This is an optimization exercise on Yosys and OpenROAD, whose aim is small area, a short achievable clock period and few clock cycles, not a production implementation. No functional check of the RTL was part of any run shown here. Power figures rest on the tool's default switching activity, not on a simulated workload.

## flow/design.v (module list and top-level ports; edited modules follow where they fit)
// module srls_addsub: 538 lines
// module srls_add: 32 lines
// module srls_seq: 111 lines
// module srls_map: 96 lines
// module stereo_rms_level_smoother: 138 lines
module stereo_rms_level_smoother (
  input  wire logic                 clk,
  input  wire logic                 rst_n,
  input  wire logic                 in_valid,
  output logic                      in_stall,
  input  wire logic signed [15:0]   in_left_sample,
  input  wire logic signed [15:0]   in_right_sample,
  input  wire logic                 in_last_frame,
  output logic                      out_valid,
  input  wire logic                 out_stall,
  output logic [14:0]               out_rms_level,
  output logic [14:0]               out_smoothed_level,
  output logic [11:0]               out_radius,
  input  wire logic                 cfg_we,
  input  wire logic [2:0]           cfg_index,
  input  wire logic [15:0]          cfg_wdata
);
  // ...
==> flow/run.sh <==
#!/bin/bash
# synth_recipe.tcl (not shown) runs the flow's synth.tcl, then flattens the netlist and writes it again
# the make line also repeats each setting of config.mk as NAME=value (left out here)
make -C /OpenROAD-flow-scripts/flow DESIGN_CONFIG=/design/flow/config.mk WORK_HOME=/design/flow/orfs CLKGATE_MAP_FILE= SYNTH_SCRIPT=/design/flow/synth_recipe.tcl finish
==> flow/config.mk <==
export PLATFORM = sky130hd
export DESIGN_NAME = stereo_rms_level_smoother
export DESIGN_NICKNAME = stereo_rms_level_smoother
export VERILOG_FILES = /design/flow/design.v
export SDC_FILE = /design/flow/constraint.sdc
export NUM_CORES = 4
export LEC_CHECK = 0
export CAP_MARGIN = 20
export CORE_MARGIN = 2
export CORE_UTILIZATION = 40
export SLEW_MARGIN = 20
==> flow/constraint.sdc <==
create_clock -name core_clock -period 12.0 [get_ports {clk}]
set_input_delay 2.4000 -clock core_clock [delete_from_list [all_inputs] [get_ports {clk}]]
set_output_delay 2.4000 -clock core_clock [all_outputs]
set_load 0.01 [all_outputs]
==> run notes, run 1 <==
Most Used Layer, Global Route = met2
Finished Core Util = 44.9%
GRT met2 Usage = 32.0%
Area fraction of the dominant cell type after synthesis = 19.0%
FFs & Latches = 393
Kind of path behind the tightest hold check = reg -> reg
Global-route wire length before repair = 128000 um
Fraction of the mapped netlist area in compound gates = 11.4%
Total chip power = 5.25 mW
CTS tree = yes
Actual slew at the worst max-slew pin = 1.04 ns
Power consumed by the clock network = 1.51 mW
Non-clock buffering overhead = 3.39%
Synthesized netlist net count = 4119
Post-Syn Area = 0.0318 sq mm
Placed instance count = 4534
Leading power group = combinational logic
Setup crit end = u_map.pr[24]
Flop2flop setup slack = 6.37 ns
Count of unique library cells instantiated by Yosys = 68
Count of routing violations after the opening detailed-route iteration = 1397
Portion of total power attributed to combinational logic = 38.7%
Leading cell types by total area after synthesis = sky130_fd_sc_hd__fa_1 (19%), sky130_fd_sc_hd__dfxtp_1 (18%), sky130_fd_sc_hd__ha_1 (9.8%)
Register bit total from synthesis = 393
Count of nets after finishing = 4141
Clk_buf instances = 60
Tap Cells = 1050
Number of pins exceeding their max-slew limit in the final report = 0
Wire length on met1 = 37700 um
Outcome = finished clean
Total cell area at the placement stage = 0.0338 sq mm
Vias per cell = 5.01
Count of buffering cells on the critical path with inverters included = 3
Total internal power = 3.38 mW
Top library cells by usage in the layout, fill and taps aside = sky130_fd_sc_hd__nand2_1 (532), sky130_fd_sc_hd__inv_1 (382), sky130_fd_sc_hd__fa_1 (302), sky130_fd_sc_hd__dfxtp_1 (291), sky130_fd_sc_hd__and2_1 (278)
Multi-input gate area = 0.0209 sq mm
DRC errors left = 0
Number of enable-type register cells in the synthesized netlist = 102
Portion of the clock cycle consumed by the worst path in the final layout = 46.9%
Fraction of area in multi-input gates = 59.1%
CTS H-tree depth = 2
Critical path depth = 24
Clock transition at the register clock pins on the worst setup and hold paths after CTS = 0.06 ns
Combinational family with the most area after synthesis = adder cells
==> module srls_map, before the edit <==
module srls_map (
  input  wire logic        clk,
  input  wire logic        rst_n,
  input  wire logic        load,
  input  wire logic [14:0] rms,
  input  wire logic [14:0] smoothed,
  input  wire logic [14:0] th,
  input  wire logic [14:0] d,
  input  wire logic [11:0] lo,
  input  wire logic [11:0] hi,
  input  wire logic        out_stall,
  output logic             idle,
  output logic             idle_n,
  output logic             out_valid,
  output logic             ov_n,
  output logic [14:0]      out_rms,
  output logic [14:0]      out_sm,
  output logic [11:0]      out_rad
);
  logic        busy, above, ovf;
  logic [3:0]  cnt;
  logic [27:0] pr;
  logic        fin, busy_n;
  logic [12:0] dlt;
  logic        neg;
  logic [11:0] amag;
  logic [15:0] h;
  logic [17:0] t;
  logic [16:0] ov;
  logic [16:0] x1, x2, y1, y2;
  logic [13:0] rs;
  logic [11:0] rad;
  logic [14:0] ab_s;
  srls_add #(15) u_ab (.a(th), .b(~smoothed), .ci(1'b1), .s(ab_s), .co(ab_co));
  assign fin    = busy && ((cnt == 4'd0 && !above) || cnt == 4'd13);
  assign busy_n = rst_n && (load || (busy && !fin));
  assign ov_n   = rst_n && (fin || (out_valid && out_stall));
  assign idle   = !busy;
  assign idle_n = !busy_n;
  logic        dlt_co, amag_co, dm_co, t_co, ov_co, ab_co;
  logic [14:0] dm;
  logic [17:0] m0, m1, m2, cs_s, cs_c;
  srls_add #(13) u_dlt (.a({1'b0, hi}), .b(~{1'b0, lo}), .ci(1'b1), .s(dlt), .co(dlt_co));
  assign neg = dlt[12];
  srls_add #(12) u_amag (.a(dlt[11:0] ^ {12{neg}}), .b(12'd0), .ci(neg), .s(amag), .co(amag_co));
  srls_add #(15) u_dm (.a(d), .b({15{neg}}), .ci(1'b0), .s(dm), .co(dm_co));
  assign h = {2'b0, dm[14:1]};
  assign m0   = {2'b0, pr[27:12]};
  assign m1   = pr[0] ? {3'b0, out_sm} : 18'd0;
  assign m2   = pr[1] ? {2'b0, out_sm, 1'b0} : 18'd0;
  assign cs_s = m0 ^ m1 ^ m2;
  assign cs_c = (m0 & m1) | (m0 & m2) | (m1 & m2);
  srls_add #(18) u_t (.a(cs_s), .b({cs_c[16:0], 1'b0}), .ci(1'b0), .s(t), .co(t_co));
  srls_add #(16) u_ov (.a(pr[27:12]), .b(~{1'b0, d}), .ci(1'b1), .s(ov[15:0]), .co(ov_co));
  assign ov[16] = !ov_co;
  assign y1 = {pr[27:12], pr[11]};
  assign x1 = 17'(({y1, 1'b1} + {{2'b0, d} ^ {17{!pr[27]}}, !pr[27]}) >> 1);
  assign y2 = {x1[15:0], pr[10]};
  assign x2 = 17'(({y2, 1'b1} + {{2'b0, d} ^ {17{!x1[16]}}, !x1[16]}) >> 1);
  assign rs = 14'(({14'(lo), 1'b1} + {14'(pr[11:0]) ^ {14{neg}}, neg}) >> 1);
  always_comb begin
    if (ovf)          rad = neg ? 12'd0 : 12'd4095;
    else if (rs[13])  rad = 12'd0;
    else if (rs[12])  rad = 12'd4095;
    else              rad = rs[11:0];
  end
  always_ff @(posedge clk) begin
    busy      <= busy_n;
    out_valid <= ov_n;
    if (!rst_n) begin
      out_sm <= '0;
    end else if (load) begin
      out_sm <= smoothed;
    end
  end
  always_ff @(posedge clk) begin
    if (load) begin
      cnt     <= '0;
      above   <= !ab_co;
      out_rms <= rms;
      pr      <= {h, amag};
    end else if (busy) begin
      cnt <= cnt + 4'd1;
      if (cnt <= 4'd5) begin
        pr <= {t, pr[11:2]};
      end else if (cnt == 4'd6) begin
        ovf <= !ov[16];
      end else if (cnt <= 4'd12) begin
        pr <= {x2[15:0], pr[9:0], !x1[16], !x2[16]};
      end
      if (fin) begin
        out_rad <= above ? rad : lo;
      end
    end
  end
endmodule
==> run 2, diff against run 1 <==
--- a/flow/design.v
+++ b/flow/design.v
@@ -712,5 +712,5 @@
 );
   logic        busy, above, ovf;
-  logic [3:0]  cnt;
+  logic [4:0]  cnt;
   logic [27:0] pr;
   logic        fin, busy_n;
@@ -721,10 +721,10 @@
   logic [17:0] t;
   logic [16:0] ov;
-  logic [16:0] x1, x2, y1, y2;
+  logic [16:0] x1, y1;
   logic [13:0] rs;
   logic [11:0] rad;
   logic [14:0] ab_s;
   srls_add #(15) u_ab (.a(th), .b(~smoothed), .ci(1'b1), .s(ab_s), .co(ab_co));
-  assign fin    = busy && ((cnt == 4'd0 && !above) || cnt == 4'd13);
+  assign fin    = busy && ((cnt == 5'd0 && !above) || cnt == 5'd19);
   assign busy_n = rst_n && (load || (busy && !fin));
   assign ov_n   = rst_n && (fin || (out_valid && out_stall));
@@ -749,6 +749,4 @@
   assign y1 = {pr[27:12], pr[11]};
   assign x1 = 17'(({y1, 1'b1} + {{2'b0, d} ^ {17{!pr[27]}}, !pr[27]}) >> 1);
-  assign y2 = {x1[15:0], pr[10]};
-  assign x2 = 17'(({y2, 1'b1} + {{2'b0, d} ^ {17{!x1[16]}}, !x1[16]}) >> 1);
   assign rs = 14'(({14'(lo), 1'b1} + {14'(pr[11:0]) ^ {14{neg}}, neg}) >> 1);
   always_comb begin
@@ -774,11 +772,11 @@
       pr      <= {h, amag};
     end else if (busy) begin
-      cnt <= cnt + 4'd1;
-      if (cnt <= 4'd5) begin
+      cnt <= cnt + 5'd1;
+      if (cnt <= 5'd5) begin
         pr <= {t, pr[11:2]};
-      end else if (cnt == 4'd6) begin
+      end else if (cnt == 5'd6) begin
         ovf <= !ov[16];
-      end else if (cnt <= 4'd12) begin
-        pr <= {x2[15:0], pr[9:0], !x1[16], !x2[16]};
+      end else if (cnt <= 5'd18) begin
+        pr <= {x1[15:0], pr[10:0], !x1[16]};
       end
       if (fin) begin
==> run 2 against run 1 <==
- still clean on timing, DRC and antenna
- critical path depth decreased by 8
- non-clock buffer count decreased by 8
- clock skew increased by 0.015 ns
- fmax increased by 9.6%
- total power decreased by 0.19%
- sequential cell count increased by 1
- register-to-register slack improved by 0.49 ns
- setup slack improved by 0.49 ns
- synthesized cell count decreased by 1.9%
- combinational power about the same
- routed wire length decreased by 7.4%
- utilization about the same
- critical path type unchanged
==> run notes, run 2 <==
Outcome = finished clean
DRC errors left = 0 (unchanged)
Clock root cell = sky130_fd_sc_hd__clkbuf_16
IO Count = 101
Width of the chip = 283 um
CP Launch Type = flop
Post-cts hold buffer count = 0
Setup crit end = u_map.out_rad[9]
Data required time of the worst path = 12.31 ns
FF-to-FF Start = cfg_lo[0]
Setup repair after global routing missed its margin = false
Core ar. = 0.0773 sq mm
Clock sink count = 394
Number of hold violations in the final report = 0
Portion of the clock cycle consumed by the worst path in the final layout = 42.8% (-4.1 points)
Portion of total power attributed to combinational logic = 39.1% (+0.4 points)
Layout Skew = 0.0351 ns
Switching Power = 1.89 mW
Routability Congestion = 0.856
Count of unique library cells instantiated by Yosys = 84 (+24%)
Share of power burned in the clock network = 28.4%
Prevailing post-synth register cell = sky130_fd_sc_hd__dfxtp_1
Area fraction of the dominant cell type after synthesis = 19.0% (-0.040 points)
Top library cells by usage in the layout, fill and taps aside = sky130_fd_sc_hd__nand2_1 (546), sky130_fd_sc_hd__inv_1 (366), sky130_fd_sc_hd__fa_1 (296), sky130_fd_sc_hd__dfxtp_1 (292), sky130_fd_sc_hd__and2_1 (273)
Vias per cell = 4.99 (-0.40%)
Post-DRT Antenna Nets = 0
Post-CTS setup repair buffer count = 0
Global-route wire length before repair = 120000 um (-5.7%)
Count of nets after finishing = 4045 (-2.3%)
Overall die height = 283 um
Family with the most delay on the worst path = compound AO/OA/AOI/OAI gates
CTS H-tree depth = 2 (unchanged)
Final Critical Period = 5.14 ns
Portion of the post-synthesis area used by sequential elements = 28.5%
Total chip power = 5.24 mW (-0.19%)
Terminus of the critical flop-to-flop path = u_map.out_rad[9]
Cell breakdown of the critical path = ha_1 > inv_1 > fa_1 > a211oi_2 > o211a_1 > o211ai_2 > and2_4 > xnor2_1 > ha_1 > a21o_1 > a21oi_1 > o311ai_4 > a2111oi_4 > o21bai_1 > a311oi_2 > a211oi_1
DR pass1 iterations = 5
Count of routing violations after the opening detailed-route iteration = 1208 (-14%)
Area of the die = 0.0804 sq mm
Final worst slack = 6.86 ns
Maximum single-stage delay on the critical path = 0.87 ns
Most frequent cells after synthesis = sky130_fd_sc_hd__nand2_1 (548), sky130_fd_sc_hd__inv_1 (367), sky130_fd_sc_hd__fa_1 (296)
Maximum buffer depth of the clock tree = 3
Leading cell types by total area after synthesis = sky130_fd_sc_hd__fa_1 (19%), sky130_fd_sc_hd__dfxtp_1 (19%), sky130_fd_sc_hd__edfxtp_1 (9.8%)
Number of enable-type register cells in the synthesized netlist = 102 (unchanged)
Critical path depth = 16 (-33%)
Total cell area at the placement stage = 0.0331 sq mm (-1.9%)
Finished Core Util = 44.9% (about the same)
Post-Syn Area = 0.0312 sq mm (-1.8%)
Leak Pwr = 15.2 nW
Post-Syn Instances = 3444
Actual slew at the worst max-slew pin = 0.971 ns (-0.0650 ns)
Switching fraction of total power = 36.1%
Detail Placement HPWL = 54400 um
Post-CTS Resized = 0
Antenna violations before repair = 1
Final routed wire length divided by cell count = 16.1 um
DP Worst Slack = 6.88 ns
Maximum Capacitance Violations = 0
Largest net degree at the start of global routing = 92
Largest reg by FF count = sum_r
Sequential group share of total power = 32.5%
Slowest stage cell, crit path = sky130_fd_sc_hd__a311oi_2
Vias in the first global route = 22808
Kind of critical path = reg -> reg
All-layer global routing usage = 18.3%
Placed instance count = 4451 (-1.8%)
Diode insertion count for antenna repair = 0
Slew HR = 33.6%
Final setup violation count = 0
Register bit total from synthesis = 394 (+0.25%)
Worst Setup End Kind = flop
Hold_ws = 0.436 ns
Kind of path behind the tightest hold check = reg -> reg
Warnings, synthesis = 11
Remaining Overflow, GRT = 0
Area growth, synth to finish = 11.2%
Count of buffering cells on the critical path with inverters included = 1 (-2)
Number of buffers created by CTS = 47
Clock transition at the register clock pins on the worst setup and hold paths after CTS = 0.06 ns (about the same)
Synthesized netlist net count = 4029 (-2.2%)
Worst IR drop on VDD = 0.000108 V
Number of rows in the core area = 102
Most frequent cell on the critical path = sky130_fd_sc_hd__ha_1
Critical path startpoint = cfg_lo[0]
Flop2flop setup slack = 6.86 ns (+0.49 ns)
Cell type with the largest total area after synthesis = sky130_fd_sc_hd__fa_1
Maximum clock rate = 0.195 GHz
Power density normalized to cell area = 151 mW/mm^2
Number of pins exceeding their max-slew limit in the final report = 0 (unchanged)
CTS tree = yes
Arrival @ worst endpoint = 5.45 ns
Total internal power = 3.35 mW (-0.92%)
Final Cell Area = 0.0347 sq mm
Largest regs = sum_r: 38 flops, carry_r: 37 flops, u_level.acc: 31 flops
Setup tns final = 0 ns
Final routed wirelength across all metal layers = 73000 um
Depth of the worst register-to-register path = 16
Synthesized area per cell = 9.07 sq um
Non-filler instance count after layout = 4535
Most frequent standard cell in the layout excluding fill and tap cells = sky130_fd_sc_hd__nand2_1
Most repeated cell in the gate-level netlist after synthesis = sky130_fd_sc_hd__nand2_1
Proportion of layout cells with a drive suffix above 1 = 3.98%
Worst-skew pair later-pin latency = 0.61 ns
Flip-flop count of the largest register, all copies and words added = 38
Initial core utilization = 40.4%
Routed vias = 22620
Synth async-reset ratio = 0%
Count of input and output buffers = 100
Critical path peak fanout = 35
==> run 2: changes by cell type after synthesis, sizes merged, moves of 8 or more <==
cell and delta:
xnor2 -40, a21o -36, ha -18, nor3 +15, inv -14, nand2 +14, o211ai +8
==> run 2: power by group through the flow <==
stage / Clock [mW] / Sequential [mW] / Combinational (mW)
2_1_floorplan: 0 / 1.65 / 1.68
3_3_place_gp: 0 / 1.73 / 2.03
3_5_place_dp: 0 / 1.73 / 2.05
4_1_cts: 1.53 / 1.70 / 2.07
5_1_grt: 1.58 / 1.73 / 2.37
6_report: 1.49 / 1.70 / 2.05
==> run 2: worst min-delay path by stage <==
stage	depth (start not counted)	from	slack, ns	end
floorplan	0	u_level.root[0]	0.41	u_map.out_rms[0]
finish	0	n_r[0]	0.44	u_level.nd[0]
global placement	0	n_r[0]	0.42	u_level.nd[0]
CTS	0	n_r[0]	0.44	u_level.nd[0]
global route	0	n_r[0]	0.45	u_level.nd[0]
detailed placement	0	n_r[0]	0.42	u_level.nd[0]
==> run 2: final cells by class <==
type                       count  area (sq um)
clock buffer                  62          1320
clock inverter                22           294
fill                        7615         42600
inverter                     370          1400
multi-input combinational   2528         20400
sequential                   394          8910
tap                         1040          1300
timing repair buffer         119          1140
==> run 2: layer usage <==
metal	up-vias	track usage [%]	share of wire, %
li1	11245	-	-
met5	-	0	0
met3	97	2.26	3.6
met4	0	4.91	2.4
met2	365	30.9	47
met1	10913	24.6	47
==> run 2: cell families after synthesis <==
| family | share of synthesized area, % |
|---|---|
| AND/OR/NAND/NOR | 18.3 |
| AO/OA/AOI/OAI | 11.7 |
| adder cells (fa/ha/maj) | 28.3 |
| buffers and inverters | 6.37 |
| flip-flops | 28.5 |
| XOR/XNOR | 6.22 |
| multiplexers | 0.553 |
==> module srls_seq, before the edit <==
module srls_seq (
  input  wire logic        clk,
  input  wire logic        rst_n,
  input  wire logic        start,
  input  wire logic        closed_n,
  input  wire logic [37:0] sum,
  input  wire logic [8:0]  n,
  input  wire logic [15:0] w,
  input  wire logic [14:0] s_prev,
  input  wire logic        b_idle,
  input  wire logic        b_idle_n,
  input  wire logic        ov,
  input  wire logic        ov_n,
  input  wire logic        out_stall,
  output logic             ready,
  output logic             ready_n,
  output logic             ready2_n,
  output logic             xfer,
  output logic [14:0]      rms,
  output logic [14:0]      smoothed
);
  logic        busy, done;
  logic [4:0]  cnt;
  logic [29:0] dq;
  logic [9:0]  dr;
  logic [8:0]  nd;
  logic [1:0]  qp;
  logic [18:0] sr;
  logic [14:0] root;
  logic [30:0] acc;
  logic        busy_n, done_n, start_n;
  logic [4:0]  cnt_n;
  logic        step;
  logic [9:0]  x1, x2, y1, y2;
  logic [18:0] sx, sy;
  logic        sbit, rbit, sbit_r;
  logic [15:0] sp;
  logic [16:0] hadd;
  assign step = busy && !done;
  assign xfer = done && b_idle && (!ov || !out_stall);
  assign busy_n   = rst_n && (start || (busy && !xfer));
  assign done_n   = rst_n && !start && busy && !xfer && (done || cnt == 5'd16);
  assign cnt_n    = start ? 5'd0 : (step ? cnt + 5'd1 : cnt);
  assign ready_n  = !busy_n || (done_n && b_idle_n && !ov_n);
  assign start_n  = closed_n && ready_n;
  assign ready2_n = !start_n && (!busy_n || ((done_n || cnt_n == 5'd16) && b_idle_n && !ov_n));
  always_ff @(posedge clk) begin
    busy  <= busy_n;
    done  <= done_n;
    ready <= ready_n;
  end
  logic sx_co, acc_co;
  assign y1 = {dr[8:0], dq[29]};
  assign x1 = 10'(({y1, 1'b1} + {{1'b0, nd} ^ {10{!dr[9]}}, !dr[9]}) >> 1);
  assign y2 = {x1[8:0], dq[28]};
  assign x2 = 10'(({y2, 1'b1} + {{1'b0, nd} ^ {10{!x1[9]}}, !x1[9]}) >> 1);
  assign sy = {sr[16:0], qp};
  srls_add #(19) u_sx (
    .a  (sy),
    .b  ({{2'b0, root} ^ {17{!sr[18]}}, 1'b1, sr[18]}),
    .ci (!sr[18]),
    .s  (sx),
    .co (sx_co)
  );
  assign rbit = root[0];
  assign sp   = {1'b0, s_prev};
  assign sbit = sp[4'(5'd15 - cnt)];
  always_comb begin
    case ({rbit, sbit_r})
      2'b10:   hadd = {1'b0, w};
      2'b01:   hadd = {1'b0, ~w};
      2'b11:   hadd = 17'h10000;
      default: hadd = '0;
    endcase
  end
  logic [30:0] acc_n;
  srls_add #(31) u_acc (
    .a  ({acc[29:0], 1'b0}),
    .b  (31'(hadd)),
    .ci (sbit_r && !rbit),
    .s  (acc_n),
    .co (acc_co)
  );
  always_ff @(posedge clk) begin
    if (start) begin
      dr   <= {3'b0, sum[37:31]};
      dq   <= sum[30:1];
      nd   <= n;
      qp   <= 2'b00;
      sr   <= '0;
      root <= '0;
      acc  <= 31'd1;
      cnt  <= '0;
    end else if (step) begin
      cnt    <= cnt_n;
      sbit_r <= sbit;
      dr     <= x2;
      dq     <= {dq[27:0], 2'b00};
      qp     <= {!x1[9], !x2[9]};
      if (!cnt[4]) begin
        sr   <= sx;
        root <= {root[13:0], !sx[18]};
      end
      if (cnt >= 5'd2) begin
        acc <= acc_n;
      end
    end
  end
  assign rms      = root;
  assign smoothed = acc[30:16];
endmodule
==> run 3, diff against run 2 <==
--- a/flow/design.v
+++ b/flow/design.v
@@ -614,5 +614,5 @@
   logic [4:0]  cnt_n;
   logic        step;
-  logic [9:0]  x1, x2, y1, y2;
+  logic [9:0]  x1, x2, y1;
   logic [18:0] sx, sy;
   logic        sbit, rbit, sbit_r;
@@ -632,9 +632,13 @@
     ready <= ready_n;
   end
-  logic sx_co, acc_co;
+  logic        sx_co, acc_co;
+  logic [11:0] y4, ca, cb;
+  logic [10:0] nd3;
   assign y1 = {dr[8:0], dq[29]};
   assign x1 = 10'(({y1, 1'b1} + {{1'b0, nd} ^ {10{!dr[9]}}, !dr[9]}) >> 1);
-  assign y2 = {x1[8:0], dq[28]};
-  assign x2 = 10'(({y2, 1'b1} + {{1'b0, nd} ^ {10{!x1[9]}}, !x1[9]}) >> 1);
+  assign y4 = {dr, dq[29], dq[28]};
+  assign ca = 12'(({y4, 1'b1} + {dr[9] ? {1'b0, nd3} : ~{3'b0, nd}, !dr[9]}) >> 1);
+  assign cb = 12'(({y4, 1'b1} + {dr[9] ? {3'b0, nd} : ~{1'b0, nd3}, !dr[9]}) >> 1);
+  assign x2 = x1[9] ? ca[9:0] : cb[9:0];
   assign sy = {sr[16:0], qp};
   srls_add #(19) u_sx (
@@ -669,4 +673,5 @@
       dq   <= sum[30:1];
       nd   <= n;
+      nd3  <= 11'(n) + {1'b0, n, 1'b0};
       qp   <= 2'b00;
       sr   <= '0;
==> run 3 against run 2 <==
- register-to-register slack is essentially flat
- routed wire length is essentially flat
- combinational power shrank 21%
- critical path depth grew 5
- clock power is essentially flat
- die area grew 1.3%
- critical path type unchanged
- largest power group is now registers
==> run notes, run 3 <==
Kind of path behind the tightest hold check = reg -> reg
Number of enable-type register cells in the synthesized netlist = 111 (+8.8%)
Worst Setup End Kind = flop
Vias in the first global route = 22883 (+0.33%)
Initial core utilization = 40.3% (-0.13 points)
Diode insertion count for antenna repair = 0 (unchanged)
Top library cells by usage in the layout, fill and taps aside = sky130_fd_sc_hd__nand2_1 (551), sky130_fd_sc_hd__inv_1 (379), sky130_fd_sc_hd__fa_1 (297), sky130_fd_sc_hd__dfxtp_1 (292), sky130_fd_sc_hd__and2_1 (268)
Non-filler instance count after layout = 4572 (+0.82%)
Data required time of the worst path = 12.31 ns (about the same)
Power density normalized to cell area = 138 mW/mm^2 (-8.4%)
Maximum single-stage delay on the critical path = 0.54 ns (-0.33 ns)
Width of the chip = 285 um (+0.65%)
Hold_ws = 0.453 ns (+0.0169 ns)
Post-cts hold buffer count = 0 (unchanged)
Post-Syn Instances = 3464 (+0.58%)
Sequential cell area = 0.00918 sq mm (+3.0%)
DR pass1 iterations = 5 (unchanged)
Antenna violations before repair = 0 (-1)
Maximum clock rate = 0.194 GHz (-0.11%)
Largest regs = sum_r: 38 flops, carry_r: 37 flops, u_level.acc: 31 flops
Area growth, synth to finish = 11.1% (about the same)
Placed instance count = 4480 (+0.65%)
Post-CTS setup repair buffer count = 0 (unchanged)
CP Launch Type = flop
Overall die height = 285 um (+0.65%)
Setup repair after global routing missed its margin = false
Core ar. = 0.0786 sq mm (+1.6%)
Most frequent standard cell in the layout excluding fill and tap cells = sky130_fd_sc_hd__nand2_1
Post-DRT Antenna Nets = 0 (unchanged)
Family with the most delay on the worst path = compound AO/OA/AOI/OAI gates
Worst-skew pair later-pin latency = 0.61 ns (about the same)
Slowest stage cell, crit path = sky130_fd_sc_hd__o211a_4
Largest reg by FF count = sum_r
Slew HR = 26.5% (-7.1 points)
Final routed wirelength across all metal layers = 72900 um (about the same)
Leak Pwr = 15.3 nW (+1.0%)
Layout Skew = 0.0231 ns (-0.0120 ns)
Cell type with the largest total area after synthesis = sky130_fd_sc_hd__fa_1
Proportion of layout cells with a drive suffix above 1 = 4.17% (+0.20 points)
Filler cell count in the final layout = 7716 (+1.3%)
Multi-input gate area = 0.0205 sq mm (+0.43%)
Number of buffers created by CTS = 49 (+4.3%)
Largest net degree at the start of global routing = 94 (+2.2%)
Remaining Overflow, GRT = 0 (unchanged)
Post-Syn Area = 0.0317 sq mm (+1.3%)
CTS H-tree depth = 2 (unchanged)
Setup tns final = 0 ns (unchanged)
Critical path depth = 21 (+5)
All-layer global routing usage = 18.2% (-0.11 points)
Final routed wire length divided by cell count = 15.9 um (-0.90%)
DRC errors left = 0 (unchanged)
Final setup violation count = 0 (unchanged)
Detail Placement HPWL = 53900 um (-1.0%)
Portion of the post-synthesis area used by sequential elements = 29.0% (+0.48 points)
IO Count = 101 (unchanged)
Most frequent cells after synthesis = sky130_fd_sc_hd__nand2_1 (553), sky130_fd_sc_hd__inv_1 (380), sky130_fd_sc_hd__fa_1 (297)
Leading cell types by total area after synthesis = sky130_fd_sc_hd__fa_1 (19%), sky130_fd_sc_hd__dfxtp_1 (18%), sky130_fd_sc_hd__edfxtp_1 (11%)
Warnings, synthesis = 11 (unchanged)
Clock transition at the register clock pins on the worst setup and hold paths after CTS = 0.06 ns (about the same)
Register bit total from synthesis = 403 (+2.3%)
Outcome = finished clean
Critical path peak fanout = 33 (-5.7%)
Global-route wire length before repair = 121000 um (+0.19%)
Actual slew at the worst max-slew pin = 1.10 ns (+0.132 ns)
Worst IR drop on VDD = 0.000108 V (about the same)
Count of routing violations after the opening detailed-route iteration = 1231 (+1.9%)
Vias per cell = 4.98 (-0.13%)
Clock sink count = 403 (+2.3%)
Hold path cells = 2 (+2)
Count of nets after finishing = 4074 (+0.72%)
Post-CTS Resized = 0 (unchanged)
Portion of the clock cycle consumed by the worst path in the final layout = 42.9% (+0.049 points)
Final Critical Period = 5.15 ns (+0.00586 ns)
CTS tree = yes
Area fraction of the dominant cell type after synthesis = 18.8% (-0.18 points)
Flip-flop count of the largest register, all copies and words added = 38 (unchanged)
Arrival @ worst endpoint = 5.46 ns (about the same)
Number of hold violations in the final report = 0 (unchanged)
Synthesized netlist net count = 4057 (+0.69%)
Cell breakdown of the critical path = ha_1 > inv_1 > fa_1 > a21o_1 > o21ai_1 > a21oi_2 > o211a_4 > inv_4 > and2_1 > fa_1 > o21ai_0 > nand2_1 > a31oi_4 > o21ai_2 > maj3_1 > a21o_1 > ha_1 > nor3_1 > a21oi_1 > xnor2_1 > a21oi_1
Maximum buffer depth of the clock tree = 3 (unchanged)
Count of unique library cells instantiated by Yosys = 90 (+7.1%)
Number of rows in the core area = 103 (+0.98%)
Area of the die = 0.0814 sq mm (+1.3%)
Routed vias = 22775 (+0.69%)
Kind of critical path = reg -> reg
Synthesized area per cell = 9.14 sq um (+0.74%)
Most repeated cell in the gate-level netlist after synthesis = sky130_fd_sc_hd__nand2_1
Count of buffering cells on the critical path with inverters included = 2 (+1)
Prevailing post-synth register cell = sky130_fd_sc_hd__dfxtp_1
Number of pins exceeding their max-slew limit in the final report = 0 (unchanged)
Clock root cell = sky130_fd_sc_hd__clkbuf_16
Count of input and output buffers = 100 (unchanged)
Depth of the worst register-to-register path = 21 (+5)
Synth async-reset ratio = 0% (unchanged)
Maximum Capacitance Violations = 0 (unchanged)
Routability Congestion = 0.856 (about the same)
-- run 3: final cells by class --
cell class / count / share of cell area, %
timing repair buffer: 120 / 3.26
tap: 1050 / 3.73
multi-input combinational: 2525 / 58.2
clock buffer: 71 / 3.99
clock inverter: 21 / 0.679
inverter: 382 / 4.09
sequential: 403 / 26.1
-- run 3: power breakdown --
| group | internal, mW | total [mW] | switching (mW) | leakage (nW) |
|---|---|---|---|---|
| clock | 0.904 | 1.52 | 0.619 | 0.808 |
| sequential | 1.56 | 1.72 | 0.160 | 3.40 |
| combinational | 0.756 | 1.62 | 0.866 | 11.1 |
-- run 3: per-layer routing --
layer	up-vias	GRT usage (%)	wire, um
li1	11303	-	-
met1	10927	25.5	35100
met2	443	29.8	33300
met3	102	1.90	2860
met4	0	5.00	1730
met5	-	0	0
-- run 3: worst register-to-register path, stage by stage (launching register included) --
cell                      delay, ns
sky130_fd_sc_hd__dfxtp_1       0.39
sky130_fd_sc_hd__ha_1          0.24
sky130_fd_sc_hd__inv_1         0.06
sky130_fd_sc_hd__fa_1          0.21
sky130_fd_sc_hd__a21o_1        0.16
sky130_fd_sc_hd__o21ai_1       0.10
sky130_fd_sc_hd__a21oi_2       0.23
sky130_fd_sc_hd__o211a_4       0.54
sky130_fd_sc_hd__inv_4         0.31
sky130_fd_sc_hd__and2_1        0.27
sky130_fd_sc_hd__fa_1          0.42
sky130_fd_sc_hd__o21ai_0       0.25
sky130_fd_sc_hd__nand2_1       0.14
sky130_fd_sc_hd__a31oi_4       0.20
sky130_fd_sc_hd__o21ai_2       0.11
sky130_fd_sc_hd__maj3_1        0.36
sky130_fd_sc_hd__a21o_1        0.18
sky130_fd_sc_hd__ha_1          0.19
sky130_fd_sc_hd__nor3_1        0.17
sky130_fd_sc_hd__a21oi_1       0.08
sky130_fd_sc_hd__xnor2_1       0.16
sky130_fd_sc_hd__a21oi_1       0.08
-- run 3: through the flow --
stage                     instance area, sq um  utilization, %  worst slack (ns)  power [mW]
final                                    35200            44.8              6.85        4.87
after global routing                     35200            44.8              6.40        5.24
after CTS                                35200            44.8              6.83        4.93
after detailed placement                 33500            42.7              6.86        3.38
after global placement                   33500            42.7              6.91        3.35
after floorplan                          31700               -              7.29        3.02
-- run 3: path summary, 6_finish.rpt --
check                               startpoint             end  slack, ns
worst max register to register       cfg_lo[0]    u_map.pr[22]       6.85
worst max-delay path                 cfg_lo[0]    u_map.pr[22]       6.85
worst min register to register  u_level.sr[16]  u_level.sr[16]       0.45
worst min-delay path            u_level.sr[16]  u_level.sr[16]       0.45
-- run 3: cells by family after synthesis --
family	after synthesis	share of synthesized area (%)
flops	403	29.0
simple gates	1224	18.2
mux	19	0.763
compound gates	522	11.1
fa+ha+maj	538	28.3
buf+inv	536	6.47
xor+xnor	222	6.23
==> run 4, diff against run 3 <==
--- a/flow/design.v
+++ b/flow/design.v
@@ -661,11 +661,15 @@
   end
   logic [30:0] acc_n;
-  srls_add #(31) u_acc (
-    .a  ({acc[29:0], 1'b0}),
-    .b  (31'(hadd)),
-    .ci (sbit_r && !rbit),
-    .s  (acc_n),
+  logic [17:0] acc_lo;
+  logic [13:0] acc_hi1;
+  assign acc_lo = 18'(({1'b0, acc[15:0], 1'b0, 1'b1} + {1'b0, hadd, (sbit_r && !rbit)}) >> 1);
+  srls_add #(14) u_acc (
+    .a  (acc[29:16]),
+    .b  (14'd0),
+    .ci (1'b1),
+    .s  (acc_hi1),
     .co (acc_co)
   );
+  assign acc_n = {acc_lo[17] ? acc_hi1 : acc[29:16], acc_lo[16:0]};
   always_ff @(posedge clk) begin
     if (start) begin
@@ -720,5 +724,4 @@
   logic [27:0] pr;
   logic        fin, busy_n;
-  logic [12:0] dlt;
   logic        neg;
   logic [11:0] amag;
@@ -739,9 +742,11 @@
   logic [14:0] dm;
   logic [17:0] m0, m1, m2, cs_s, cs_c;
-  srls_add #(13) u_dlt (.a({1'b0, hi}), .b(~{1'b0, lo}), .ci(1'b1), .s(dlt), .co(dlt_co));
-  assign neg = dlt[12];
-  srls_add #(12) u_amag (.a(dlt[11:0] ^ {12{neg}}), .b(12'd0), .ci(neg), .s(amag), .co(amag_co));
-  srls_add #(15) u_dm (.a(d), .b({15{neg}}), .ci(1'b0), .s(dm), .co(dm_co));
-  assign h = {2'b0, dm[14:1]};
+  logic [11:0] dhl, dlh;
+  assign neg = hi < lo;
+  srls_add #(12) u_dhl (.a(hi), .b(~lo), .ci(1'b1), .s(dhl), .co(dlt_co));
+  srls_add #(12) u_dlh (.a(lo), .b(~hi), .ci(1'b1), .s(dlh), .co(amag_co));
+  assign amag = neg ? dlh : dhl;
+  srls_add #(15) u_dm (.a(d), .b({15{1'b1}}), .ci(1'b0), .s(dm), .co(dm_co));
+  assign h = neg ? {2'b0, dm[14:1]} : {2'b0, d[14:1]};
   assign m0   = {2'b0, pr[27:12]};
   assign m1   = pr[0] ? {3'b0, out_sm} : 18'd0;
==> run 4 against run 3 <==
- critical endpoint is now u_map.out_rad[3]
- register-to-register slack improved by 0.04 ns
- critical path type unchanged
- setup slack improved by 0.044 ns
- synthesized cell count rose by 0.49%
- sequential cell count did not move
- final cell count rose by 0.55%
- total power rose by 0.66%
- fmax rose by 0.86%
- routed wire length rose by 1.8%
- sequential power barely moved
==> run notes, run 4 <==
Outcome = finished clean
DR pass1 iterations = 5 (unchanged)
Count of input and output buffers = 100 (unchanged)
IO Count = 101 (unchanged)
Kind of critical path = reg -> reg
Width of the chip = 285 um (-0.13%)
Slowest stage cell, crit path = sky130_fd_sc_hd__a211oi_1
Post-DRT Antenna Nets = 0 (unchanged)
Depth of the worst register-to-register path = 19 (-9.5%)
Portion of the post-synthesis area used by sequential elements = 29.1% (+0.14 points)
Antenna violations before repair = 1 (+1)
Clock transition at the register clock pins on the worst setup and hold paths after CTS = 0.06 ns (about the same)
Setup repair after global routing missed its margin = false
FF-to-FF Start = cfg_lo[0]
Actual slew at the worst max-slew pin = 1.03 ns (-0.0719 ns)
Routability Congestion = 0.845 (-1.2%)
Final routed wirelength across all metal layers = 74200 um (+1.8%)
Initial core utilization = 40.2% (-0.11 points)
Most frequent standard cell in the layout excluding fill and tap cells = sky130_fd_sc_hd__nand2_1
CTS tree = yes
Post-CTS setup repair buffer count = 0 (unchanged)
DRC errors left = 0 (unchanged)
Portion of the clock cycle consumed by the worst path in the final layout = 42.5% (-0.37 points)
Setup tns final = 0 ns (unchanged)
Area fraction of the dominant cell type after synthesis = 18.6% (-0.20 points)
Placed instance count = 4504 (+0.54%)
Number of hold violations in the final report = 0 (unchanged)
Maximum buffer depth of the clock tree = 3 (unchanged)
Final setup violation count = 0 (unchanged)
Filler cell count in the final layout = 7704 (-0.16%)
Top library cells by usage in the layout, fill and taps aside = sky130_fd_sc_hd__nand2_1 (555), sky130_fd_sc_hd__inv_1 (406), sky130_fd_sc_hd__fa_1 (293), sky130_fd_sc_hd__dfxtp_1 (290), sky130_fd_sc_hd__and2_1 (271)
Kind of path behind the tightest hold check = reg -> reg
Post-cts hold buffer count = 0 (unchanged)
Arrival @ worst endpoint = 5.50 ns (+0.04 ns)
All-layer global routing usage = 18.5% (+0.36 points)
Clock sink count = 403 (unchanged)
Critical path peak fanout = 41 (+24%)
Routed vias = 22902 (+0.56%)
Layout Skew = 0.0305 ns (+0.00735 ns)
Post-Syn Area = 0.0316 sq mm (-0.27%)
Post-CTS Resized = 0 (unchanged)
Maximum Capacitance Violations = 0 (unchanged)
Synth async-reset ratio = 0% (unchanged)
Worst Setup End Kind = flop
Flip-flop count of the largest register, all copies and words added = 38 (unchanged)
Maximum clock rate = 0.196 GHz (+0.86%)
Flop2flop setup slack = 6.90 ns (+0.04 ns)
Final routed wire length divided by cell count = 16.1 um (+1.2%)
CTS H-tree depth = 2 (unchanged)
Combinational family with the most area after synthesis = adder cells
Remaining Overflow, GRT = 0 (unchanged)
Most repeated cell in the gate-level netlist after synthesis = sky130_fd_sc_hd__nand2_1
Most frequent cells after synthesis = sky130_fd_sc_hd__nand2_1 (557), sky130_fd_sc_hd__inv_1 (408), sky130_fd_sc_hd__fa_1 (293)
Number of buffers created by CTS = 50 (+2.0%)
Worst-skew pair later-pin latency = 0.60 ns (about the same)
Data required time of the worst path = 12.40 ns (+0.09 ns)
Cell type with the largest total area after synthesis = sky130_fd_sc_hd__fa_1
Total chip power = 4.90 mW (+0.66%)
Largest regs = sum_r: 38 flops, carry_r: 37 flops, u_level.acc: 31 flops
Maximum single-stage delay on the critical path = 0.50 ns (-0.04 ns)
Prevailing post-synth register cell = sky130_fd_sc_hd__dfxtp_1
Warnings, synthesis = 10 (-1)
Non-filler instance count after layout = 4597 (+0.55%)
Leak Pwr = 15.3 nW (-0.29%)
Core ar. = 0.0786 sq mm (unchanged)
Clock root cell = sky130_fd_sc_hd__clkbuf_16
Synthesized area per cell = 9.07 sq um (-0.76%)
Power density normalized to cell area = 139 mW/mm^2 (+0.42%)
Detail Placement HPWL = 55300 um (+2.7%)
Share of the synthesized netlist area taken by xor and xnor gates = 5.68% (-0.55 points)
Adder and majority gate portion of the synthesized area = 28.1% (-0.16 points)
Startpoint of the lowest-slack hold path = u_level.sr[3]
Count of nets after finishing = 4097 (+0.56%)
Worst hold path endpoint = u_level.sr[3]
Synthesized netlist net count = 4072 (+0.37%)
Number of enable-type register cells in the synthesized netlist = 113 (+1.8%)
Global-route wire length before repair = 123000 um (+1.7%)
Final Critical Period = 5.10 ns (-0.0440 ns)
CP Launch Type = flop
Worst IR drop on VDD = 0.000103 V (-4.1%)
Largest net degree at the start of global routing = 90 (-4.3%)
Overall die height = 285 um (-0.13%)
Proportion of layout cells with a drive suffix above 1 = 4.54% (+0.37 points)
Leading cell types by total area after synthesis = sky130_fd_sc_hd__fa_1 (19%), sky130_fd_sc_hd__dfxtp_1 (18%), sky130_fd_sc_hd__edfxtp_1 (11%)
Basic-gate share of the synthesized area counting and, or, nand and nor cells = 18.0% (-0.16 points)
Vias in the first global route = 23115 (+1.0%)
Multiplexer area fraction after synthesis = 1.18% (+0.42 points)
Post-Syn Instances = 3481 (+0.49%)
Vias per cell = 4.98 (about the same)
Count of unique library cells instantiated by Yosys = 75 (-17%)
Final worst slack = 6.90 ns (+0.0440 ns)
Hold path cells = 2 (unchanged)
Diode insertion count for antenna repair = 0 (unchanged)
Slew HR = 31.0% (+4.5 points)
Terminus of the critical flop-to-flop path = u_map.out_rad[3]
Register bit total from synthesis = 403 (unchanged)
Number of pins exceeding their max-slew limit in the final report = 0 (unchanged)
Cell breakdown of the critical path = ha_1 > fa_1 > inv_1 > a21o_1 > a311oi_2 > a211oi_1 > o21a_2 > buf_4 > xnor2_1 > ha_1 > nand2_1 > nor3_1 > o2111ai_1 > o211a_1 > o21ai_1 > a41o_1 > a31oi_1 > buf_4 > a311oi_2
Largest reg by FF count = sum_r
Count of routing violations after the opening detailed-route iteration = 1316 (+6.9%)
Area growth, synth to finish = 11.7%
Area of the die = 0.0812 sq mm (-0.27%)
Fraction of the mapped netlist area in compound gates = 11.2% (+0.086 points)
Number of rows in the core area = 103 (unchanged)
DP Worst Slack = 6.90 ns (+0.0426 ns)
==> run 4: cell count changes in the layout (fill, tap and decap cells not counted), sizes merged, moves of 12 or more <==
cell   change
nor2      -25
a21oi     +31
xnor2     -13
inv       +28
mux2i     +12
==> run 4: worst max-delay path, delay by kind of cell (launching register included) <==
family | cells | cell delay, ns
buf+inv | 3 | 0.74
simple gates | 2 | 0.32
fa+ha+maj | 3 | 1.05
flops | 1 | 0.40
compound gates | 10 | 2.23
xor+xnor | 1 | 0.14
==> run 4: report_power, final <==
group / switching [mW] / total [mW] / internal, mW
Combinational: 0.864 / 1.60 / 0.740
Clock: 0.622 / 1.59 / 0.971
Sequential: 0.151 / 1.70 / 1.55
Total: 1.64 / 4.90 / 3.26
==> run 4: logic make-up (layout without fill, tap and decap cells) <==
| group | after synthesis | count (layout) |
|---|---|---|
| adders and majority gates | 534 | 534 |
| xor gates and xnor gates | 204 | 204 |
| and+or+nand+nor | 1209 | 1209 |
| AOI/OAI and AO/OA | 540 | 540 |
| buffers and inverters | 559 | 625 |
| muxes | 32 | 32 |
| DFF | 403 | 403 |
==> run 4: worst max-delay path by stage <==
stage | from | to
after floorplan | cfg_lo[0] | u_map.out_rad[7]
after global placement | cfg_lo[0] | u_map.out_rad[7]
after detailed placement | cfg_lo[0] | u_map.out_rad[7]
after CTS | cfg_lo[0] | u_map.out_rad[3]
after global routing | cfg_lo[0] | u_map.out_rad[7]
final | cfg_lo[0] | u_map.out_rad[3]
==> run 4: metrics by stage <==
stage / utilization (%) / hold WS (ns) / area, sq um
floorplan: - / 0.436 / 31600
global placement: 42.6 / 0.444 / 33500
detailed placement: 42.6 / 0.449 / 33500
CTS: 44.9 / 0.457 / 35300
global route: 44.9 / 0.474 / 35300
finish: 44.9 / 0.455 / 35300
==> run 4: cell type report <==
cell class,instances,area (sq um),area share (%)
multi-input cells,2519,20300,57.5
flip-flops and latches,403,9200,26.1
inverters,409,1540,4.36
clock buffers,68,1430,4.06
well taps,1050,1310,3.73
repair buffers,123,1170,3.32
clock inverters,25,320,0.908
==> run 4: layer usage <==
metal	wire length (um)	GRT usage, %	part of all wire [%]
met1	36200	26.2	49
met2	33500	30.2	45
met3	3090	2.34	4.2
met4	1420	4.40	1.9
met5	0	0	0
==> module stereo_rms_level_smoother, before the edit <==
module stereo_rms_level_smoother (
  input  wire logic                 clk,
  input  wire logic                 rst_n,
  input  wire logic                 in_valid,
  output logic                      in_stall,
  input  wire logic signed [15:0]   in_left_sample,
  input  wire logic signed [15:0]   in_right_sample,
  input  wire logic                 in_last_frame,
  output logic                      out_valid,
  input  wire logic                 out_stall,
  output logic [14:0]               out_rms_level,
  output logic [14:0]               out_smoothed_level,
  output logic [11:0]               out_radius,
  input  wire logic                 cfg_we,
  input  wire logic [2:0]           cfg_index,
  input  wire logic [15:0]          cfg_wdata
);
  logic [15:0] cfg_w;
  logic [14:0] cfg_th, cfg_d;
  logic [11:0] cfg_lo, cfg_hi;
  always_ff @(posedge clk) begin
    if (!rst_n) begin
      cfg_w  <= srls_pkg::RST_SMOOTHING_WEIGHT;
      cfg_th <= srls_pkg::RST_LEVEL_THRESHOLD;
      cfg_d  <= srls_pkg::RST_MAP_INPUT_SPAN;
      cfg_lo <= srls_pkg::RST_OUTPUT_LOW;
      cfg_hi <= srls_pkg::RST_OUTPUT_HIGH;
    end else if (cfg_we) begin
      case (cfg_index)
        3'd0: cfg_w  <= cfg_wdata;
        3'd1: cfg_th <= cfg_wdata[14:0];
        3'd2: cfg_d  <= (cfg_wdata[14:0] == 15'd0) ? 15'd1 : cfg_wdata[14:0];
        3'd3: cfg_lo <= cfg_wdata[11:0];
        3'd4: cfg_hi <= cfg_wdata[11:0];
        default: ;
      endcase
    end
  end
  logic [15:0] lm_r, rm_r;
  logic        v_r, en_r, last_r;
  logic        closed_r, closed_n, stall_r;
  logic        a_ready, a_ready_n, a_ready2_n;
  logic        take, en_next, closing;
  logic [37:0] sum_r, carry_r, acc_s, acc_c, sum_s, sum_c, total;
  logic [8:0]  n_r, n_add;
  logic        handoff;
  assign closing  = v_r && last_r;
  assign handoff  = closed_r && a_ready;
  assign in_stall = stall_r;
  assign take     = rst_n && in_valid && !stall_r;
  assign n_add    = n_r + 9'(en_r);
  assign en_next  = take && (closing || closed_r || !n_add[8]);
  assign closed_n = rst_n && (closing || (closed_r && !handoff));
  logic [15:0] l_abs, r_abs;
  assign l_abs = 16'(in_left_sample[15]  ? -in_left_sample  : in_left_sample);
  assign r_abs = 16'(in_right_sample[15] ? -in_right_sample : in_right_sample);
  always_ff @(posedge clk) begin
    v_r     <= take;
    en_r    <= en_next;
    last_r  <= in_last_frame;
    stall_r <= rst_n && ((take && in_last_frame && !a_ready2_n) || (closed_n && !a_ready_n));
    lm_r    <= en_next ? l_abs : 16'd0;
    rm_r    <= en_next ? r_abs : 16'd0;
  end
  assign acc_s = handoff ? 38'd0 : sum_r;
  assign acc_c = handoff ? 38'd0 : carry_r;
  srls_addsub u_acc (
    .lm  (lm_r),
    .rm  (rm_r),
    .as_ (acc_s),
    .ac  (acc_c),
    .ys  (sum_s),
    .yc  (sum_c)
  );
  logic total_co;
  srls_add #(38) u_cpa (
    .a  (sum_r),
    .b  (carry_r),
    .ci (1'b0),
    .s  (total),
    .co (total_co)
  );
  always_ff @(posedge clk) begin
    if (!rst_n) begin
      sum_r    <= '0;
      carry_r  <= '0;
      n_r      <= '0;
      closed_r <= 1'b0;
    end else begin
      sum_r    <= sum_s;
      carry_r  <= sum_c;
      n_r      <= handoff ? 9'(en_r) : n_add;
      closed_r <= closed_n;
    end
  end
  logic        xfer, b_idle, b_idle_n, ov_n;
  logic [14:0] rms, smoothed;
  srls_seq u_level (
    .clk       (clk),
    .rst_n     (rst_n),
    .start     (handoff),
    .closed_n  (closed_n),
    .sum       (total),
    .n         (n_r),
    .w         (cfg_w),
    .s_prev    (out_smoothed_level),
    .b_idle    (b_idle),
    .b_idle_n  (b_idle_n),
    .ov        (out_valid),
    .ov_n      (ov_n),
    .out_stall (out_stall),
    .ready     (a_ready),
    .ready_n   (a_ready_n),
    .ready2_n  (a_ready2_n),
    .xfer      (xfer),
    .rms       (rms),
    .smoothed  (smoothed)
  );
  srls_map u_map (
    .clk       (clk),
    .rst_n     (rst_n),
    .load      (xfer),
    .rms       (rms),
    .smoothed  (smoothed),
    .th        (cfg_th),
    .d         (cfg_d),
    .lo        (cfg_lo),
    .hi        (cfg_hi),
    .out_stall (out_stall),
    .idle      (b_idle),
    .idle_n    (b_idle_n),
    .out_valid (out_valid),
    .ov_n      (ov_n),
    .out_rms   (out_rms_level),
    .out_sm    (out_smoothed_level),
    .out_rad   (out_radius)
  );
endmodule
==> run 5, diff against run 4 <==
--- a/flow/design.v
+++ b/flow/design.v
@@ -599,4 +599,5 @@
   output logic             ready2_n,
   output logic             xfer,
+  output logic             pre,
   output logic [14:0]      rms,
   output logic [14:0]      smoothed
@@ -620,5 +621,6 @@
   logic [16:0] hadd;
   assign step = busy && !done;
-  assign xfer = done && b_idle && (!ov || !out_stall);
+  assign pre  = done && b_idle;
+  assign xfer = pre && (!ov || !out_stall);
   assign busy_n   = rst_n && (start || (busy && !xfer));
   assign done_n   = rst_n && !start && busy && !xfer && (done || cnt == 5'd16);
@@ -640,5 +642,5 @@
   assign ca = 12'(({y4, 1'b1} + {dr[9] ? {1'b0, nd3} : ~{3'b0, nd}, !dr[9]}) >> 1);
   assign cb = 12'(({y4, 1'b1} + {dr[9] ? {3'b0, nd} : ~{1'b0, nd3}, !dr[9]}) >> 1);
-  assign x2 = x1[9] ? ca[9:0] : cb[9:0];
+  assign x2 = (ca[9:0] & {10{x1[9]}}) | (cb[9:0] & {10{!x1[9]}});
   assign sy = {sr[16:0], qp};
   srls_add #(19) u_sx (
@@ -704,4 +706,5 @@
   input  wire logic        clk,
   input  wire logic        rst_n,
+  input  wire logic        pre,
   input  wire logic        load,
   input  wire logic [14:0] rms,
@@ -720,33 +723,31 @@
   output logic [11:0]      out_rad
 );
-  logic        busy, above, ovf;
+  logic        busy, above, ovf, neg;
   logic [4:0]  cnt;
   logic [27:0] pr;
   logic        fin, busy_n;
-  logic        neg;
-  logic [11:0] amag;
+  logic [11:0] amag, dhl, dlh;
   logic [15:0] h;
-  logic [17:0] t;
-  logic [16:0] ov;
+  logic [14:0] dm, ab_s;
+  logic [17:0] t, m0, m1, m2, cs_s, cs_c;
+  logic [15:0] ov;
   logic [16:0] x1, y1;
   logic [13:0] rs;
   logic [11:0] rad;
-  logic [14:0] ab_s;
-  srls_add #(15) u_ab (.a(th), .b(~smoothed), .ci(1'b1), .s(ab_s), .co(ab_co));
-  assign fin    = busy && ((cnt == 5'd0 && !above) || cnt == 5'd19);
+  logic        dhl_co, dlh_co, dm_co, t_co, ov_co, ab_co;
+  assign fin    = busy && ((cnt == 5'd0 && !above) || cnt == 5'd18);
   assign busy_n = rst_n && (load || (busy && !fin));
   assign ov_n   = rst_n && (fin || (out_valid && out_stall));
   assign idle   = !busy;
   assign idle_n = !busy_n;
-  logic        dlt_co, amag_co, dm_co, t_co, ov_co, ab_co;
-  logic [14:0] dm;
-  logic [17:0] m0, m1, m2, cs_s, cs_c;
-  logic [11:0] dhl, dlh;
-  assign neg = hi < lo;
-  srls_add #(12) u_dhl (.a(hi), .b(~lo), .ci(1'b1), .s(dhl), .co(dlt_co));
-  srls_add #(12) u_dlh (.a(lo), .b(~hi), .ci(1'b1), .s(dlh), .co(amag_co));
+  always_ff @(posedge clk) begin
+    neg <= hi < lo;
+  end
+  srls_add #(12) u_dhl (.a(hi), .b(~lo), .ci(1'b1), .s(dhl), .co(dhl_co));
+  srls_add #(12) u_dlh (.a(lo), .b(~hi), .ci(1'b1), .s(dlh), .co(dlh_co));
   assign amag = neg ? dlh : dhl;
   srls_add #(15) u_dm (.a(d), .b({15{1'b1}}), .ci(1'b0), .s(dm), .co(dm_co));
   assign h = neg ? {2'b0, dm[14:1]} : {2'b0, d[14:1]};
+  srls_add #(15) u_ab (.a(th), .b(~smoothed), .ci(1'b1), .s(ab_s), .co(ab_co));
   assign m0   = {2'b0, pr[27:12]};
   assign m1   = pr[0] ? {3'b0, out_sm} : 18'd0;
@@ -755,6 +756,5 @@
   assign cs_c = (m0 & m1) | (m0 & m2) | (m1 & m2);
   srls_add #(18) u_t (.a(cs_s), .b({cs_c[16:0], 1'b0}), .ci(1'b0), .s(t), .co(t_co));
-  srls_add #(16) u_ov (.a(pr[27:12]), .b(~{1'b0, d}), .ci(1'b1), .s(ov[15:0]), .co(ov_co));
-  assign ov[16] = !ov_co;
+  srls_add #(16) u_ov (.a(pr[27:12]), .b(~{1'b0, d}), .ci(1'b1), .s(ov), .co(ov_co));
   assign y1 = {pr[27:12], pr[11]};
   assign x1 = 17'(({y1, 1'b1} + {{2'b0, d} ^ {17{!pr[27]}}, !pr[27]}) >> 1);
@@ -774,20 +774,23 @@
       out_sm <= smoothed;
     end
-  end
-  always_ff @(posedge clk) begin
     if (load) begin
-      cnt     <= '0;
-      above   <= !ab_co;
       out_rms <= rms;
-      pr      <= {h, amag};
+    end
+  end
+  always_ff @(posedge clk) begin
+    if (pre) begin
+      cnt   <= '0;
+      above <= !ab_co;
+      pr    <= {h, amag};
     end else if (busy) begin
       cnt <= cnt + 5'd1;
       if (cnt <= 5'd5) begin
         pr <= {t, pr[11:2]};
-      end else if (cnt == 5'd6) begin
-        ovf <= !ov[16];
-      end else if (cnt <= 5'd18) begin
+      end else begin
         pr <= {x1[15:0], pr[10:0], !x1[16]};
       end
+      if (cnt == 5'd6) begin
+        ovf <= ov_co;
+      end
       if (fin) begin
         out_rad <= above ? rad : lo;
@@ -843,5 +846,5 @@
   logic [37:0] sum_r, carry_r, acc_s, acc_c, sum_s, sum_c, total;
   logic [8:0]  n_r, n_add;
-  logic        handoff;
+  logic        handoff, fresh_r;
   assign closing  = v_r && last_r;
   assign handoff  = closed_r && a_ready;
@@ -862,6 +865,6 @@
     rm_r    <= en_next ? r_abs : 16'd0;
   end
-  assign acc_s = handoff ? 38'd0 : sum_r;
-  assign acc_c = handoff ? 38'd0 : carry_r;
+  assign acc_s = (handoff || fresh_r) ? 38'd0 : sum_r;
+  assign acc_c = (handoff || fresh_r) ? 38'd0 : carry_r;
   srls_addsub u_acc (
     .lm  (lm_r),
@@ -881,17 +884,16 @@
   );
   always_ff @(posedge clk) begin
+    sum_r   <= sum_s;
+    carry_r <= sum_c;
+    fresh_r <= !rst_n;
     if (!rst_n) begin
-      sum_r    <= '0;
-      carry_r  <= '0;
       n_r      <= '0;
       closed_r <= 1'b0;
     end else begin
-      sum_r    <= sum_s;
-      carry_r  <= sum_c;
       n_r      <= handoff ? 9'(en_r) : n_add;
       closed_r <= closed_n;
     end
   end
-  logic        xfer, b_idle, b_idle_n, ov_n;
+  logic        xfer, pre, b_idle, b_idle_n, ov_n;
   logic [14:0] rms, smoothed;
   srls_seq u_level (
@@ -913,4 +915,5 @@
     .ready2_n  (a_ready2_n),
     .xfer      (xfer),
+    .pre       (pre),
     .rms       (rms),
     .smoothed  (smoothed)
@@ -919,4 +922,5 @@
     .clk       (clk),
     .rst_n     (rst_n),
+    .pre       (pre),
     .load      (xfer),
     .rms       (rms),
==> run 5 against run 4 <==
- design area fell by 0.79%
- largest power group unchanged
- fmax fell by 0.15%
- non-clock buffer count rose by 1
- global-route usage fell by 0.084 points
- first-iteration DRC count rose by 11%
- via count barely moved
- die area fell by 0.62%
- largest cell class unchanged
- still clean
- highest routed layer unchanged
==> run notes, run 5 <==
Slowest stage cell, crit path = sky130_fd_sc_hd__clkinv_1
Overall die height = 284 um (-0.31%)
Layout Skew = 0.0288 ns (-0.00172 ns)
Largest regs = sum_r: 38 flops, carry_r: 37 flops, u_level.acc: 31 flops
Count of input and output buffers = 100 (unchanged)
Portion of the clock cycle consumed by the worst path in the final layout = 42.6% (+0.064 points)
Top library cells by usage in the layout, fill and taps aside = sky130_fd_sc_hd__nand2_1 (543), sky130_fd_sc_hd__inv_1 (412), sky130_fd_sc_hd__fa_1 (293), sky130_fd_sc_hd__dfxtp_1 (291), sky130_fd_sc_hd__ha_1 (249)
Detail Placement HPWL = 54500 um (-1.5%)
Worst IR drop on VDD = 0.000107 V (+3.4%)
Depth of the worst register-to-register path = 14 (-5)
Kind of critical path = in -> reg
Remaining Overflow, GRT = 0 (unchanged)
DR pass1 iterations = 5 (unchanged)
Kind of path behind the tightest hold check = reg -> reg
DRC errors left = 0 (unchanged)
Setup repair after global routing missed its margin = false
Largest reg by FF count = sum_r
Vias per cell = 5.02 (+0.76%)
Width of the chip = 284 um (-0.31%)
Area growth, synth to finish = 11.5%
Number of buffers created by CTS = 48 (-4.0%)
Maximum clock rate = 0.196 GHz (-0.15%)
Synthesized netlist net count = 4053 (-0.47%)
Warnings, synthesis = 10 (unchanged)
Post-CTS Resized = 0 (unchanged)
Post-cts hold buffer count = 0 (unchanged)
Total chip power = 5.01 mW (+2.2%)
Initial core utilization = 40.4% (+0.27 points)
Number of rows in the core area = 102 (-0.97%)
Maximum Capacitance Violations = 0 (unchanged)
Portion of the post-synthesis area used by sequential elements = 29.4% (+0.31 points)
Most frequent standard cell in the layout excluding fill and tap cells = sky130_fd_sc_hd__nand2_1
Maximum buffer depth of the clock tree = 3 (unchanged)
IO Count = 101 (unchanged)
Actual slew at the worst max-slew pin = 0.980 ns (-0.0510 ns)
Critical path peak fanout = 31 (-24%)
Cell breakdown of the critical path = clkdlybuf4s50_1 > nand2_1 > nand2_1 > clkinv_1 > a21oi_1 > nand2b_1 > o41ai_1 > a2bb2oi_1 > a21oi_1
Most repeated cell in the gate-level netlist after synthesis = sky130_fd_sc_hd__nand2_1
Count of unique library cells instantiated by Yosys = 77 (+2.7%)
Count of routing violations after the opening detailed-route iteration = 1457 (+11%)
Adder and majority gate portion of the synthesized area = 28.6% (+0.50 points)
Vias in the first global route = 22901 (-0.93%)
Final routed wirelength across all metal layers = 73900 um (-0.45%)
Flop2flop setup slack = 7.41 ns (+0.51 ns)
Post-Syn Area = 0.0314 sq mm (-0.63%)
Filler cell count in the final layout = 7577 (-1.6%)
Cell type with the largest total area after synthesis = sky130_fd_sc_hd__fa_1
Final routed wire length divided by cell count = 16.2 um (+0.23%)
Number of pins exceeding their max-slew limit in the final report = 0 (unchanged)
Terminus of the critical flop-to-flop path = u_map.pr[24]
Final worst slack = 6.89 ns (-0.00770 ns)
Maximum single-stage delay on the critical path = 0.93 ns (+0.43 ns)
Power density normalized to cell area = 143 mW/mm^2 (+3.0%)
Flip-flop count of the largest register, all copies and words added = 38 (unchanged)
Clock root cell = sky130_fd_sc_hd__clkbuf_16
Worst Setup End Kind = flop
Setup tns final = 0 ns (unchanged)
Fraction of the mapped netlist area in compound gates = 11.6% (+0.46 points)
Proportion of layout cells with a drive suffix above 1 = 3.97% (-0.57 points)
Post-DRT Antenna Nets = 0 (unchanged)
CTS H-tree depth = 2 (unchanged)
Core ar. = 0.0776 sq mm (-1.3%)
Worst-skew pair later-pin latency = 0.61 ns (about the same)
Routability Congestion = 0.831 (-1.6%)
Largest net degree at the start of global routing = 93 (+3.3%)
DP Worst Slack = 6.25 ns (-0.653 ns)
Outcome = finished clean
Leading cell types by total area after synthesis = sky130_fd_sc_hd__fa_1 (19%), sky130_fd_sc_hd__dfxtp_1 (19%), sky130_fd_sc_hd__edfxtp_1 (11%)
Setup crit end = stall_r
Combinational family with the most area after synthesis = adder cells
Arrival @ worst endpoint = 5.60 ns (+0.10 ns)
Share of the synthesized netlist area taken by xor and xnor gates = 5.67% (-0.016 points)
Post-Syn Instances = 3454 (-0.78%)
Multiplexer area fraction after synthesis = 1.35% (+0.17 points)
Finished Core Util = 45.1% (+0.23 points)
Clock transition at the register clock pins on the worst setup and hold paths after CTS = 0.06 ns (about the same)
Routed vias = 22921 (+0.083%)
Area fraction of the dominant cell type after synthesis = 18.7% (+0.12 points)
Data required time of the worst path = 12.49 ns (+0.09 ns)
Critical path startpoint = out_stall
Basic-gate share of the synthesized area counting and, or, nand and nor cells = 16.5% (-1.5 points)
Antenna violations before repair = 0 (-1)
Prevailing post-synth register cell = sky130_fd_sc_hd__dfxtp_1
Leak Pwr = 14.8 nW (-2.8%)
All-layer global routing usage = 18.4% (-0.084 points)
Slew HR = 34.4% (+3.4 points)
Count of nets after finishing = 4084 (-0.32%)
CTS tree = yes
Number of enable-type register cells in the synthesized netlist = 113 (unchanged)
Synth async-reset ratio = 0% (unchanged)
Clock sink count = 405 (+0.50%)
Register bit total from synthesis = 405 (+0.50%)
Area of the die = 0.0807 sq mm (-0.62%)
Global-route wire length before repair = 121000 um (-1.3%)
CP Launch Type = input port
Number of hold violations in the final report = 0 (unchanged)
Synthesized area per cell = 9.08 sq um (+0.15%)
Post-CTS setup repair buffer count = 0 (unchanged)
Final Critical Period = 5.11 ns (+0.00770 ns)
FF-to-FF Start = u_map.pr[1]
Final setup violation count = 0 (unchanged)
Most frequent cells after synthesis = sky130_fd_sc_hd__nand2_1 (544), sky130_fd_sc_hd__inv_1 (414), sky130_fd_sc_hd__fa_1 (293)
run 5: worst max-delay path: cells and delay by family:
family	cells	cell delay, ns
compound gates	4	1.18
simple gates	3	0.65
buf+inv	2	1.38
run 5: cell type report:
cell class | count | area, sq um | share of cell area (%)
multi-input cells | 2489 | 20000 | 57.3
flip-flops and latches | 405 | 9240 | 26.4
inverters | 417 | 1570 | 4.48
clock buffers | 74 | 1410 | 4.03
well taps | 1040 | 1300 | 3.72
repair buffers | 124 | 1180 | 3.38
clock inverters | 16 | 239 | 0.683
diodes | 1 | 2.50 | 0.00715
run 5: layer usage:
metal  share of wire (%)  up-vias  GRT usage, %
li1                    -    11395             -
met1                  47    10995          25.0
met2                  47      423          30.9
met3                 3.9      108          2.41
met4                 2.5        0          5.13
met5                   0        -             0
run 5: stage by stage:
stage | area (sq um) | hold slack [ns] | cells
after floorplan | 31400 | 0.423 | 3454
after global placement | 33300 | 0.445 | 4475
after detailed placement | 33300 | 0.450 | 4475
after CTS | 35000 | 0.458 | 4565
after global routing | 35000 | 0.471 | 4565
final | 35000 | 0.455 | 4566
run 5: how the worst min path moves through the flow:
stage | from | end | slack (ns) | depth (start not counted)
final | cfg_th[0] | cfg_th[0] | 0.45 | 2
after global routing | cfg_th[0] | cfg_th[0] | 0.47 | 2
after detailed placement | cfg_th[0] | cfg_th[0] | 0.45 | 2
after CTS | cfg_th[0] | cfg_th[0] | 0.46 | 2
after floorplan | fresh_r | carry_r[37] | 0.42 | 1
after global placement | u_level.acc[2] | u_level.acc[2] | 0.44 | 2
run 5: logic make-up after synthesis:
logic type / Yosys count
compound gates: 579
mux: 37
flops: 405
buf+inv: 560
simple gates: 1128
fa+ha+maj: 542
xor+xnor: 203
run 5: report_power, final:
group          total [mW]  internal, mW  switching [mW]
logic                1.74         0.787           0.948
clock network        1.53         0.921           0.611
registers            1.74          1.58           0.161
total                5.01          3.29            1.72

afterwards: timing with drivers on the ports:
How much do the figures lean on ideal ports? The routed layouts below were timed once more, with nothing changed but the port constraints. Step 1 assumes that a clkbuf_16 drives the clock port and a buf_2 every other input. Step 2 adds t to the input delays and takes it off the output delays; t is the mean of the earliest and latest rising clock arrival at the registers after step 1. Input paths then give back, and output paths get back, about the clock's delay inside the block. Three values: ideal ports, drivers, drivers and shift; two values: the first two.
run | t, ns | setup WS [ns] | hold slack, ns | latest minus earliest clock arrival (ns)
run 1 | 0.659 | 6.368 / 6.368 / 6.368 | 0.449 / 0.449 / 0.449 | 0.021 / 0.021
run 2 | 0.649 | 6.859 / 6.859 / 6.707 | 0.436 / 0.436 / 0.436 | 0.038 / 0.038
run 3 | 0.653 | 6.853 / 6.853 / 6.568 | 0.453 / 0.453 / 0.453 | 0.024 / 0.025
run 4 | 0.653 | 6.897 / 6.897 / 6.897 | 0.455 / 0.455 / 0.455 | 0.037 / 0.037
run 5 | 0.655 | 6.889 / 6.926 / 6.270 | 0.455 / 0.455 / 0.455 | 0.029 / 0.029
After both steps every run listed still meets setup and hold. For run 5, which loses most, drivers alone change the setup slack by +0.037 ns; drivers and shift together by -0.619 ns.
